This design comes from an exercise in tuning for a short achievable clock period and few clock cycles on the open sky130 flow, not from production work.
The RTL was checked by simulation tests, not by an equivalence proof against the original design.
Power is estimated from default activity; no workload was simulated.

==> job 7875: inputs <==
==> flow/design.v <==
package cpu_isa_pkg;
  localparam int word_w     = 8;     
  localparam int reg_addr_w = 2;     
  localparam int num_regs   = 4;
  localparam int opcode_w   = 4;
  localparam int imm_w      = 4;     
  localparam int imem_depth = 256;
  localparam int dmem_depth = 256;
  localparam int opcode_lsb = 4;     
  localparam int rd_lsb     = 2;     
  localparam int rs_lsb     = 0;     
  typedef enum logic [opcode_w-1:0] {
    op_halt = 4'd0,
    op_add  = 4'd1,
    op_sub  = 4'd2,
    op_and  = 4'd3,
    op_or   = 4'd4,
    op_xor  = 4'd5,
    op_li   = 4'd6,                  
    op_mov  = 4'd7,
    op_lw   = 4'd10,                 
    op_sw   = 4'd11,                 
    op_beq  = 4'd12,
    op_bne  = 4'd13,
    op_jmp  = 4'd14,
    op_out  = 4'd15                  
  } opcode_e;
endpackage
package cpu_ctrl_pkg;
  localparam int phase_w = 4;
  typedef enum logic [phase_w-1:0] {
    ph_idle,                         
    ph_fetch,
    ph_decode,                       
    ph_read,
    ph_execute,                      
    ph_memory,
    ph_writeback,
    ph_pc_update,
    ph_halted
  } phase_e;
  typedef enum logic {
    wsrc_alu,
    wsrc_mem
  } wsrc_e;
endpackage
`timescale 1ns/100ps
module oh_add
(
  input  logic [15:0] x,
  input  logic [15:0] y,
  output logic [15:0] s,
  output logic        c
);
  logic [15:0] ge;                       
  always_comb
  begin
    s = '0;
    for (int k = 0; k < 16; k++)
    begin
      for (int j = 0; j < 16; j++)
      begin
        s[k] = s[k] | (x[j] & y[(k - j) & 15]);
      end
    end
  end
  always_comb
  begin
    ge[15] = y[15];
    for (int t = 14; t >= 0; t--)
    begin
      ge[t] = ge[t + 1] | y[t];
    end
    c = 1'b0;
    for (int j = 1; j < 16; j++)
    begin
      c = c | (x[j] & ge[16 - j]);
    end
  end
endmodule
`timescale 1ns/100ps
module reg_eq
(
  input  logic [7:0] r0,
  input  logic [7:0] r1,
  input  logic [7:0] r2,
  input  logic [7:0] r3,
  output logic [5:0] eq                  
);
  assign eq[0] = (r0 == r1);
  assign eq[1] = (r0 == r2);
  assign eq[2] = (r0 == r3);
  assign eq[3] = (r1 == r2);
  assign eq[4] = (r1 == r3);
  assign eq[5] = (r2 == r3);
endmodule
`timescale 1ns/100ps
module alu
(
  input  logic [3:0] op,
  input  logic [7:0] a,                  
  input  logic [7:0] b,                  
  input  logic [3:0] imm,
  output logic [7:0] res
);
  logic [7:0] bx;
  logic [7:0] p;
  logic [7:0] g;
  logic [8:0] c;
  logic       cin;
  assign cin = (op == 4'd2);
  assign bx  = cin ? ~b : b;
  assign p   = a ^ bx;
  assign g   = a & bx;
  always_comb
  begin
    c[0] = cin;
    for (int i = 0; i < 8; i++)
    begin
      c[i + 1] = g[i];
      for (int j = i - 1; j >= -1; j--)
      begin
        logic t;
        t = (j >= 0) ? g[j] : cin;
        for (int k = j + 1; k <= i; k++)
        begin
          t = t & p[k];
        end
        c[i + 1] = c[i + 1] | t;
      end
    end
  end
  always_comb
  begin
    case (op)
      4'd1,
      4'd2:    res = p ^ c[7:0];
      4'd3:    res = a & b;
      4'd4:    res = a | b;
      4'd5:    res = a ^ b;
      4'd6:    res = {4'd0, imm};
      default: res = b;                  
    endcase
  end
endmodule
`timescale 1ns/100ps
module oh_read
(
  input  logic [2047:0] m,               
  input  logic [15:0]   lo,
  input  logic [15:0]   hi,
  output logic [7:0]    d
);
  logic [127:0] rows;                    
  for (genvar h = 0; h < 16; h++)
  begin : g_row
    ao16 u_row (
      .w (m[h * 128 +: 128]),
      .s (lo),
      .d (rows[h * 8 +: 8])
    );
  end
  ao16 u_col (
    .w (rows),
    .s (hi),
    .d (d)
  );
endmodule
module ao16
(
  input  logic [127:0] w,                
  input  logic [15:0]  s,
  output logic [7:0]   d
);
  always_comb
  begin
    d = '0;
    for (int i = 0; i < 16; i++)
    begin
      d = d | (w[i * 8 +: 8] & {8{s[i]}});
    end
  end
endmodule
`timescale 1ns/100ps
module cpu_top (
  input  logic       clk,
  input  logic       rst_n,
  input  logic       start,
  input  logic       load_valid,
  output logic       load_ready,
  input  logic [7:0] load_addr,
  input  logic [7:0] load_data,
  output logic       out_valid,
  input  logic       out_ready,
  output logic [7:0] out_data,
  output logic       halted
);
  function automatic logic [15:0] dec4(input logic [3:0] v);
    for (int k = 0; k < 16; k++)
    begin
      dec4[k] = &(v ~^ k[3:0]);
    end
  endfunction
  function automatic logic [3:0] dec2(input logic [1:0] v);
    for (int k = 0; k < 4; k++)
    begin
      dec2[k] = &(v ~^ k[1:0]);
    end
  endfunction
  function automatic logic [15:0] rot1(input logic [15:0] v);
    rot1 = {v[14:0], v[15]};
  endfunction
  logic [2047:0] imem;                   
  logic [2047:0] dmem;
  logic [7:0]    rf    [4];
  logic [15:0]   rf_lo [4];              
  logic [15:0]   rf_hi [4];              
  logic          running;
  logic          halted_q;
  logic          load_ready_q;           
  logic [7:0]    ir;
  logic [3:0]    ir_rd;                  
  logic [3:0]    ir_rs;
  logic [15:0]   pc_lo;                  
  logic [15:0]   pc_hi;                  
  logic [3:0] op;
  logic [1:0] rd;
  logic [1:0] rs;
  logic [7:0] a;
  logic [7:0] b;
  assign op = ir[7:4];
  assign rd = ir[3:2];
  assign rs = ir[1:0];
  always_comb
  begin
    a = '0;
    b = '0;
    for (int k = 0; k < 4; k++)
    begin
      a = a | (rf[k] & {8{ir_rd[k]}});
      b = b | (rf[k] & {8{ir_rs[k]}});
    end
  end
  logic is_halt;
  logic is_out;
  logic is_sw;
  logic is_lw;
  logic is_li;
  logic is_alu;
  logic taken;
  assign is_halt = (op == 4'd0);
  assign is_out  = (op == 4'd15);
  assign is_sw   = (op == 4'd11);
  assign is_lw   = (op == 4'd10);
  assign is_li   = (op == 4'd6);
  assign is_alu  = (op >= 4'd1) && (op <= 4'd7) && !is_li;
  logic [5:0] eq6;
  logic [3:0] eq [4];
  logic       rd_eq_rs;
  reg_eq u_eq (
    .r0 (rf[0]),
    .r1 (rf[1]),
    .r2 (rf[2]),
    .r3 (rf[3]),
    .eq (eq6)
  );
  assign eq[0] = {eq6[2], eq6[1], eq6[0], 1'b1};
  assign eq[1] = {eq6[4], eq6[3], 1'b1,   eq6[0]};
  assign eq[2] = {eq6[5], 1'b1,   eq6[3], eq6[1]};
  assign eq[3] = {1'b1,   eq6[5], eq6[4], eq6[2]};
  always_comb
  begin
    rd_eq_rs = 1'b0;
    for (int i = 0; i < 4; i++)
    begin
      for (int j = 0; j < 4; j++)
      begin
        rd_eq_rs = rd_eq_rs | (ir_rd[i] & ir_rs[j] & eq[i][j]);
      end
    end
  end
  always_comb
  begin
    case (op)
      4'd12:   taken = rd_eq_rs;
      4'd13:   taken = !rd_eq_rs;
      4'd14:   taken = 1'b1;
      default: taken = 1'b0;
    endcase
  end
  logic       hd_valid;
  logic [7:0] hd_data;
  logic       tl_valid;
  logic [7:0] tl_data;
  logic       q_pop;
  logic       q_push;
  logic       out_stall;
  assign q_pop     = hd_valid && out_ready;
  assign out_stall = is_out && hd_valid && tl_valid && !out_ready;
  assign q_push    = running && is_out && !out_stall;
  always_ff @(posedge clk or negedge rst_n)
  begin
    if (!rst_n)
    begin
      hd_valid <= 1'b0;
      tl_valid <= 1'b0;
    end
    else
    begin
      if (!hd_valid || q_pop)
      begin
        hd_valid <= tl_valid || q_push;
        tl_valid <= tl_valid && q_push;
      end
      else if (q_push)
      begin
        tl_valid <= 1'b1;
      end
    end
  end
  always_ff @(posedge clk)
  begin
    if (!hd_valid || q_pop)
    begin
      hd_data <= tl_valid ? tl_data : a;
    end
    if (q_push && (tl_valid || (hd_valid && !q_pop)))
    begin
      tl_data <= a;
    end
  end
  assign out_valid = hd_valid;
  assign out_data  = hd_data;
  logic [15:0] da_lo;
  logic [15:0] da_hi;
  logic [7:0]  ld_data;
  always_comb
  begin
    da_lo = '0;
    da_hi = '0;
    for (int k = 0; k < 4; k++)
    begin
      da_lo = da_lo | (rf_lo[k] & {16{ir_rs[k]}});
      da_hi = da_hi | (rf_hi[k] & {16{ir_rs[k]}});
    end
  end
  oh_read u_ld (
    .m  (dmem),
    .lo (da_lo),
    .hi (da_hi),
    .d  (ld_data)
  );
  for (genvar i = 0; i < 256; i++)
  begin : g_dmem
    always_ff @(posedge clk)
    begin
      if (running && is_sw && da_lo[i % 16] && da_hi[i / 16])
      begin
        dmem[i * 8 +: 8] <= a;
      end
    end
  end
  logic       advance;                   
  logic       halt_now;
  logic [7:0] alu_res;
  logic [7:0] wb;
  assign advance  = running && !is_halt && !out_stall;
  assign halt_now = running && is_halt && (!hd_valid || (q_pop && !tl_valid));
  alu u_alu (
    .op  (op),
    .a   (a),
    .b   (b),
    .imm (ir[3:0]),
    .res (alu_res)
  );
  assign wb = is_lw ? ld_data : alu_res;
  for (genvar g = 0; g < 4; g++)
  begin : g_rf
    logic we;
    assign we = running && (is_li ? (g == 0) : ((is_alu || is_lw) && ir_rd[g]));
    always_ff @(posedge clk or negedge rst_n)
    begin
      if (!rst_n)
      begin
        rf[g]    <= '0;
        rf_lo[g] <= 16'd1;
        rf_hi[g] <= 16'd1;
      end
      else if (we)
      begin
        rf[g]    <= wb;
        rf_lo[g] <= dec4(wb[3:0]);
        rf_hi[g] <= dec4(wb[7:4]);
      end
    end
  end
  logic [7:0]  seq_word;
  logic [15:0] br_lo;
  logic [15:0] br_hi0;                   
  logic        br_c;                     
  logic [15:0] br_hi;
  logic [7:0]  br_word;
  oh_read u_seq (
    .m  (imem),
    .lo (pc_lo),
    .hi (pc_hi),
    .d  (seq_word)
  );
  oh_add u_br_lo (
    .x (pc_lo),
    .y (rf_lo[0]),
    .s (br_lo),
    .c (br_c)
  );
  oh_add u_br_hi (
    .x (pc_hi),
    .y (rf_hi[0]),
    .s (br_hi0),
    .c ()
  );
  assign br_hi = br_c ? rot1(br_hi0) : br_hi0;
  oh_read u_br (
    .m  (imem),
    .lo (br_lo),
    .hi (br_hi),
    .d  (br_word)
  );
  logic [15:0] nx_lo;
  logic [15:0] nx_hi;
  logic        br_c1;                    
  assign br_c1 = br_c | br_lo[15];
  assign nx_lo = taken ? rot1(br_lo) : rot1(pc_lo);
  assign nx_hi = taken ? (br_c1 ? rot1(br_hi0) : br_hi0)
                       : (pc_lo[15] ? rot1(pc_hi) : pc_hi);
  logic [7:0] next_word;
  logic       take;
  assign take      = running && taken;
  assign next_word = take ? br_word : seq_word;
  always_ff @(posedge clk)
  begin
    if (!running || advance)
    begin
      ir    <= next_word;
      ir_rd <= take ? dec2(br_word[3:2]) : dec2(seq_word[3:2]);
      ir_rs <= take ? dec2(br_word[1:0]) : dec2(seq_word[1:0]);
    end
  end
  always_ff @(posedge clk or negedge rst_n)
  begin
    if (!rst_n)
    begin
      pc_lo <= 16'd1;
      pc_hi <= 16'd1;
    end
    else if (!running)
    begin
      pc_lo <= start ? 16'd2 : 16'd1;
      pc_hi <= 16'd1;
    end
    else if (halt_now)
    begin
      pc_lo <= 16'd1;
      pc_hi <= 16'd1;
    end
    else if (advance)
    begin
      pc_lo <= nx_lo;
      pc_hi <= nx_hi;
    end
  end
  for (genvar i = 0; i < 256; i++)
  begin : g_imem
    always_ff @(posedge clk)
    begin
      if (load_valid && load_ready_q && load_addr == i)
      begin
        imem[i * 8 +: 8] <= load_data;
      end
    end
  end
  always_ff @(posedge clk or negedge rst_n)
  begin
    if (!rst_n)
    begin
      running      <= 1'b0;
      halted_q     <= 1'b0;
      load_ready_q <= 1'b1;
    end
    else if (!running)
    begin
      if (start)
      begin
        running      <= 1'b1;
        halted_q     <= 1'b0;
        load_ready_q <= 1'b0;
      end
    end
    else if (halt_now)
    begin
      running      <= 1'b0;
      halted_q     <= 1'b1;
      load_ready_q <= 1'b1;
    end
  end
  assign load_ready = load_ready_q;
  assign halted     = halted_q;
endmodule
==> flow/flow/run.sh <==
#!/bin/bash
set -euo pipefail
bash standard.sh synth > synth.log 2>&1
bash standard.sh SETUP_SLACK_MARGIN=8 finish > layout.log 2>&1
test -f out/final.def
==> flow/standard.sh <==
#!/bin/bash
# synth_recipe.tcl (not shown) runs the flow's synth.tcl, then flattens the netlist and writes it again
# the make line also repeats each setting of config.mk as NAME=value (left out here)
make -C /OpenROAD-flow-scripts/flow DESIGN_CONFIG=/design/flow/config.mk WORK_HOME=/design/flow/orfs CLKGATE_MAP_FILE= SYNTH_SCRIPT=/design/flow/synth_recipe.tcl "${@:-finish}"
==> flow/config.mk <==
export PLATFORM = sky130hd
export DESIGN_NAME = cpu_top
export DESIGN_NICKNAME = cpu_top
export VERILOG_FILES = /design/flow/design.v
export SDC_FILE = /design/flow/constraint.sdc
export NUM_CORES = 4
export LEC_CHECK = 0
export ABC_CLOCK_PERIOD_IN_PS = 3500
export CAP_MARGIN = 50
export CORE_MARGIN = 2
export CORE_UTILIZATION = 50
export SLEW_MARGIN = 50
export SYNTH_HIERARCHICAL = 1
export TNS_END_PERCENT = 20
==> flow/constraint.sdc <==
create_clock -name core_clock -period 10.0 [get_ports {clk}]
set_input_delay 2.0000 -clock core_clock [delete_from_list [all_inputs] [get_ports {clk}]]
set_output_delay 2.0000 -clock core_clock [all_outputs]
set_load 0.01 [all_outputs]
==> job 2265 (differences from job 7875) <==
--- a/flow/design.v
+++ b/flow/design.v
@@ -220,2 +220,3 @@
   logic          load_ready_q;           
+  logic          first_q;                
   logic [7:0]    ir;
@@ -364,2 +365,4 @@
   logic       halt_now;
+  logic       halt_vis;                  
+  logic       restart;                   
   logic [7:0] alu_res;
@@ -367,3 +370,5 @@
   assign advance  = running && !is_halt && !out_stall;
-  assign halt_now = running && is_halt && (!hd_valid || (q_pop && !tl_valid));
+  assign halt_vis = running && is_halt && !hd_valid && !first_q;
+  assign halt_now = running && is_halt && (first_q || (!tl_valid && q_pop));
+  assign restart  = halt_vis && start;
   alu u_alu (
@@ -402,6 +407,10 @@
   logic [7:0]  br_word;
+  logic [15:0] seq_lo;
+  logic [15:0] seq_hi;
+  assign seq_lo = (running && !is_halt) ? pc_lo : 16'd1;
+  assign seq_hi = (running && !is_halt) ? pc_hi : 16'd1;
   oh_read u_seq (
     .m  (imem),
-    .lo (pc_lo),
-    .hi (pc_hi),
+    .lo (seq_lo),
+    .hi (seq_hi),
     .d  (seq_word)
@@ -440,3 +449,3 @@
   begin
-    if (!running || advance)
+    if (!running || advance || restart)
     begin
@@ -447,17 +456,7 @@
   end
-  always_ff @(posedge clk or negedge rst_n)
+  always_ff @(posedge clk)
   begin
-    if (!rst_n)
-    begin
-      pc_lo <= 16'd1;
-      pc_hi <= 16'd1;
-    end
-    else if (!running)
+    if (!running || restart)
     begin
-      pc_lo <= start ? 16'd2 : 16'd1;
-      pc_hi <= 16'd1;
-    end
-    else if (halt_now)
-    begin
-      pc_lo <= 16'd1;
+      pc_lo <= 16'd2;                    
       pc_hi <= 16'd1;
@@ -474,3 +473,3 @@
     begin
-      if (load_valid && load_ready_q && load_addr == i)
+      if (load_valid && load_ready && load_addr == i)
       begin
@@ -487,4 +486,5 @@
       load_ready_q <= 1'b1;
+      first_q      <= 1'b0;
     end
-    else if (!running)
+    else if (!running || restart)
     begin
@@ -495,5 +495,6 @@
         load_ready_q <= 1'b0;
+        first_q      <= 1'b1;
       end
     end
-    else if (halt_now)
+    else if (halt_vis || halt_now)
     begin
@@ -502,6 +503,11 @@
       load_ready_q <= 1'b1;
+      first_q      <= 1'b0;
+    end
+    else
+    begin
+      first_q      <= 1'b0;
     end
   end
-  assign load_ready = load_ready_q;
-  assign halted     = halted_q;
+  assign load_ready = load_ready_q || halt_vis;
+  assign halted     = halted_q || halt_vis;
 endmodule
==> flow/flow/run.sh (replaced) <==
#!/bin/bash
set -euo pipefail
bash standard.sh synth > synth.log 2>&1
bash standard.sh SETUP_SLACK_MARGIN=7 finish > layout.log 2>&1
test -f out/final.def
--- a/flow/config.mk
+++ b/flow/config.mk
@@ -13,2 +13,2 @@
 export SYNTH_HIERARCHICAL = 1
-export TNS_END_PERCENT = 20
+export TNS_END_PERCENT = 10
==> job 5653 (differences from job 7875) <==
--- a/flow/design.v
+++ b/flow/design.v
@@ -434,30 +434,23 @@
                        : (pc_lo[15] ? rot1(pc_hi) : pc_hi);
-  logic [7:0] next_word;
-  logic       take;
-  assign take      = running && taken;
-  assign next_word = take ? br_word : seq_word;
+  logic       ld_pend;
+  logic [7:0] ld_addr_q;
+  logic [7:0] ld_data_q;
   always_ff @(posedge clk)
   begin
-    if (!running || advance)
-    begin
-      ir    <= next_word;
-      ir_rd <= take ? dec2(br_word[3:2]) : dec2(seq_word[3:2]);
-      ir_rs <= take ? dec2(br_word[1:0]) : dec2(seq_word[1:0]);
-    end
+    ld_pend   <= load_valid && load_ready_q;
+    ld_addr_q <= load_addr;
+    ld_data_q <= load_data;
   end
-  always_ff @(posedge clk or negedge rst_n)
+  logic [7:0] first_word;                 
+  logic [7:0] next_word;
+  assign first_word = (ld_pend && ld_addr_q == 8'd0) ? ld_data_q : imem[7:0];
+  assign next_word  = taken ? br_word : seq_word;
+  always_ff @(posedge clk)
   begin
-    if (!rst_n)
+    if (!running)
     begin
-      pc_lo <= 16'd1;
-      pc_hi <= 16'd1;
-    end
-    else if (!running)
-    begin
-      pc_lo <= start ? 16'd2 : 16'd1;
-      pc_hi <= 16'd1;
-    end
-    else if (halt_now)
-    begin
-      pc_lo <= 16'd1;
+      ir    <= first_word;
+      ir_rd <= dec2(first_word[3:2]);
+      ir_rs <= dec2(first_word[1:0]);
+      pc_lo <= 16'd2;
       pc_hi <= 16'd1;
@@ -466,2 +459,5 @@
     begin
+      ir    <= next_word;
+      ir_rd <= dec2(next_word[3:2]);
+      ir_rs <= dec2(next_word[1:0]);
       pc_lo <= nx_lo;
@@ -474,5 +470,5 @@
     begin
-      if (load_valid && load_ready_q && load_addr == i)
+      if (ld_pend && ld_addr_q == i)
       begin
-        imem[i * 8 +: 8] <= load_data;
+        imem[i * 8 +: 8] <= ld_data_q;
       end
==> flow/run.sh (new file) <==
#!/bin/bash
# synth_recipe.tcl (not shown) runs the flow's synth.tcl, then flattens the netlist and writes it again
# the make line also repeats each setting of config.mk as NAME=value (left out here)
make -C /OpenROAD-flow-scripts/flow DESIGN_CONFIG=/design/flow/config.mk WORK_HOME=/design/flow/orfs CLKGATE_MAP_FILE= SYNTH_SCRIPT=/design/flow/synth_recipe.tcl finish
--- a/flow/config.mk
+++ b/flow/config.mk
@@ -11,4 +11,4 @@
 export CORE_UTILIZATION = 50
+export SETUP_SLACK_MARGIN = 5
 export SLEW_MARGIN = 50
 export SYNTH_HIERARCHICAL = 1
-export TNS_END_PERCENT = 20
removed: flow/flow/run.sh
removed: flow/standard.sh
==> impl_metrics.csv <==
group,metric,value,unit
outcome,outcome,"no timing/DRC/antenna violations",
pwr,netSwitchingPower,25660,uW
global_routing,grt_util_all_layers,31.73,%
pwr,comb_power_share,40.2,%
critical_path,regToRegSetupSlack,4.88,ns
global_routing,use_met2,49.00,%
drt,via_per_inst,7.302,
pwr,power.density,319.4,mW/mm2
pwr,leakagePower,0.06265,uW
cells_and_area,post-route-util,55.80,%
drt,wl_met1,224200,um
cells_and_area,n_fill_cell,27658,
# the run above: job 5653

==> impl_metrics.csv <==
group,metric,value,unit
critical_path,regToRegSetupSlack,5.34,ns
pwr,netSwitchingPower,26410,uW
pwr,power.density,298.1,mW/mm2
clock_network,cts_sinks,4325,
outcome,outcome,"no timing/DRC/antenna violations",
pwr,comb_power_share,42.6,%
pwr,leakagePower,0.07388,uW
cells_and_area,post-route-util,62.64,%
drt,wl_met1,244600,um
global_routing,grt_util_all_layers,37.15,%
# the run above: job 7875

==> impl_metrics.csv <==
group,metric,value,unit
global_routing,grt_util_all_layers,37.55,%
pwr,leakagePower,0.07113,uW
drt,wl_met1,241300,um
cells_and_area,post-route-util,60.96,%
cells_and_area,n_fill_cell,25780,
pwr,netSwitchingPower,31940,uW
outcome,outcome,"no timing/DRC/antenna violations",
# the run above: job 2265

Testbench counts of job 7875, summed over its fixed seeds: cycles 6,677.
Testbench counts of job 2265, summed over its fixed seeds: cycles 6,562.
Testbench counts of job 5653, summed over its fixed seeds: cycles 6,677.

## afterwards: timing with drivers on the ports
No port has a modelled driver above. Below, the same layouts with a new extraction and two added sets of constraints. Step 1 assumes that a clkbuf_16 drives the clock port and a buf_2 every other input. Step 2 also shifts input and output timing later by t, the mid clock arrival at the registers, as if the neighbouring blocks saw the same clock. Slacks: ideal / step 1 / step 2; pairs: ideal / step 1.
run | shift t [ns] | setup slack, ns | worst slew at a driven data input, ns
job 7875 | 1.127 | 5.343 / 5.343 / 5.343 | 0.27
job 2265 | 1.102 | 5.163 / 5.163 / 5.163 | 0.20
job 5653 | 1.084 | 4.882 / 4.882 / 4.700 | 0.19
After both steps setup and hold are still met in every run listed. The setup slack of job 5653, which loses most, moves by 0.000 ns with the drivers and by -0.182 ns with both steps.
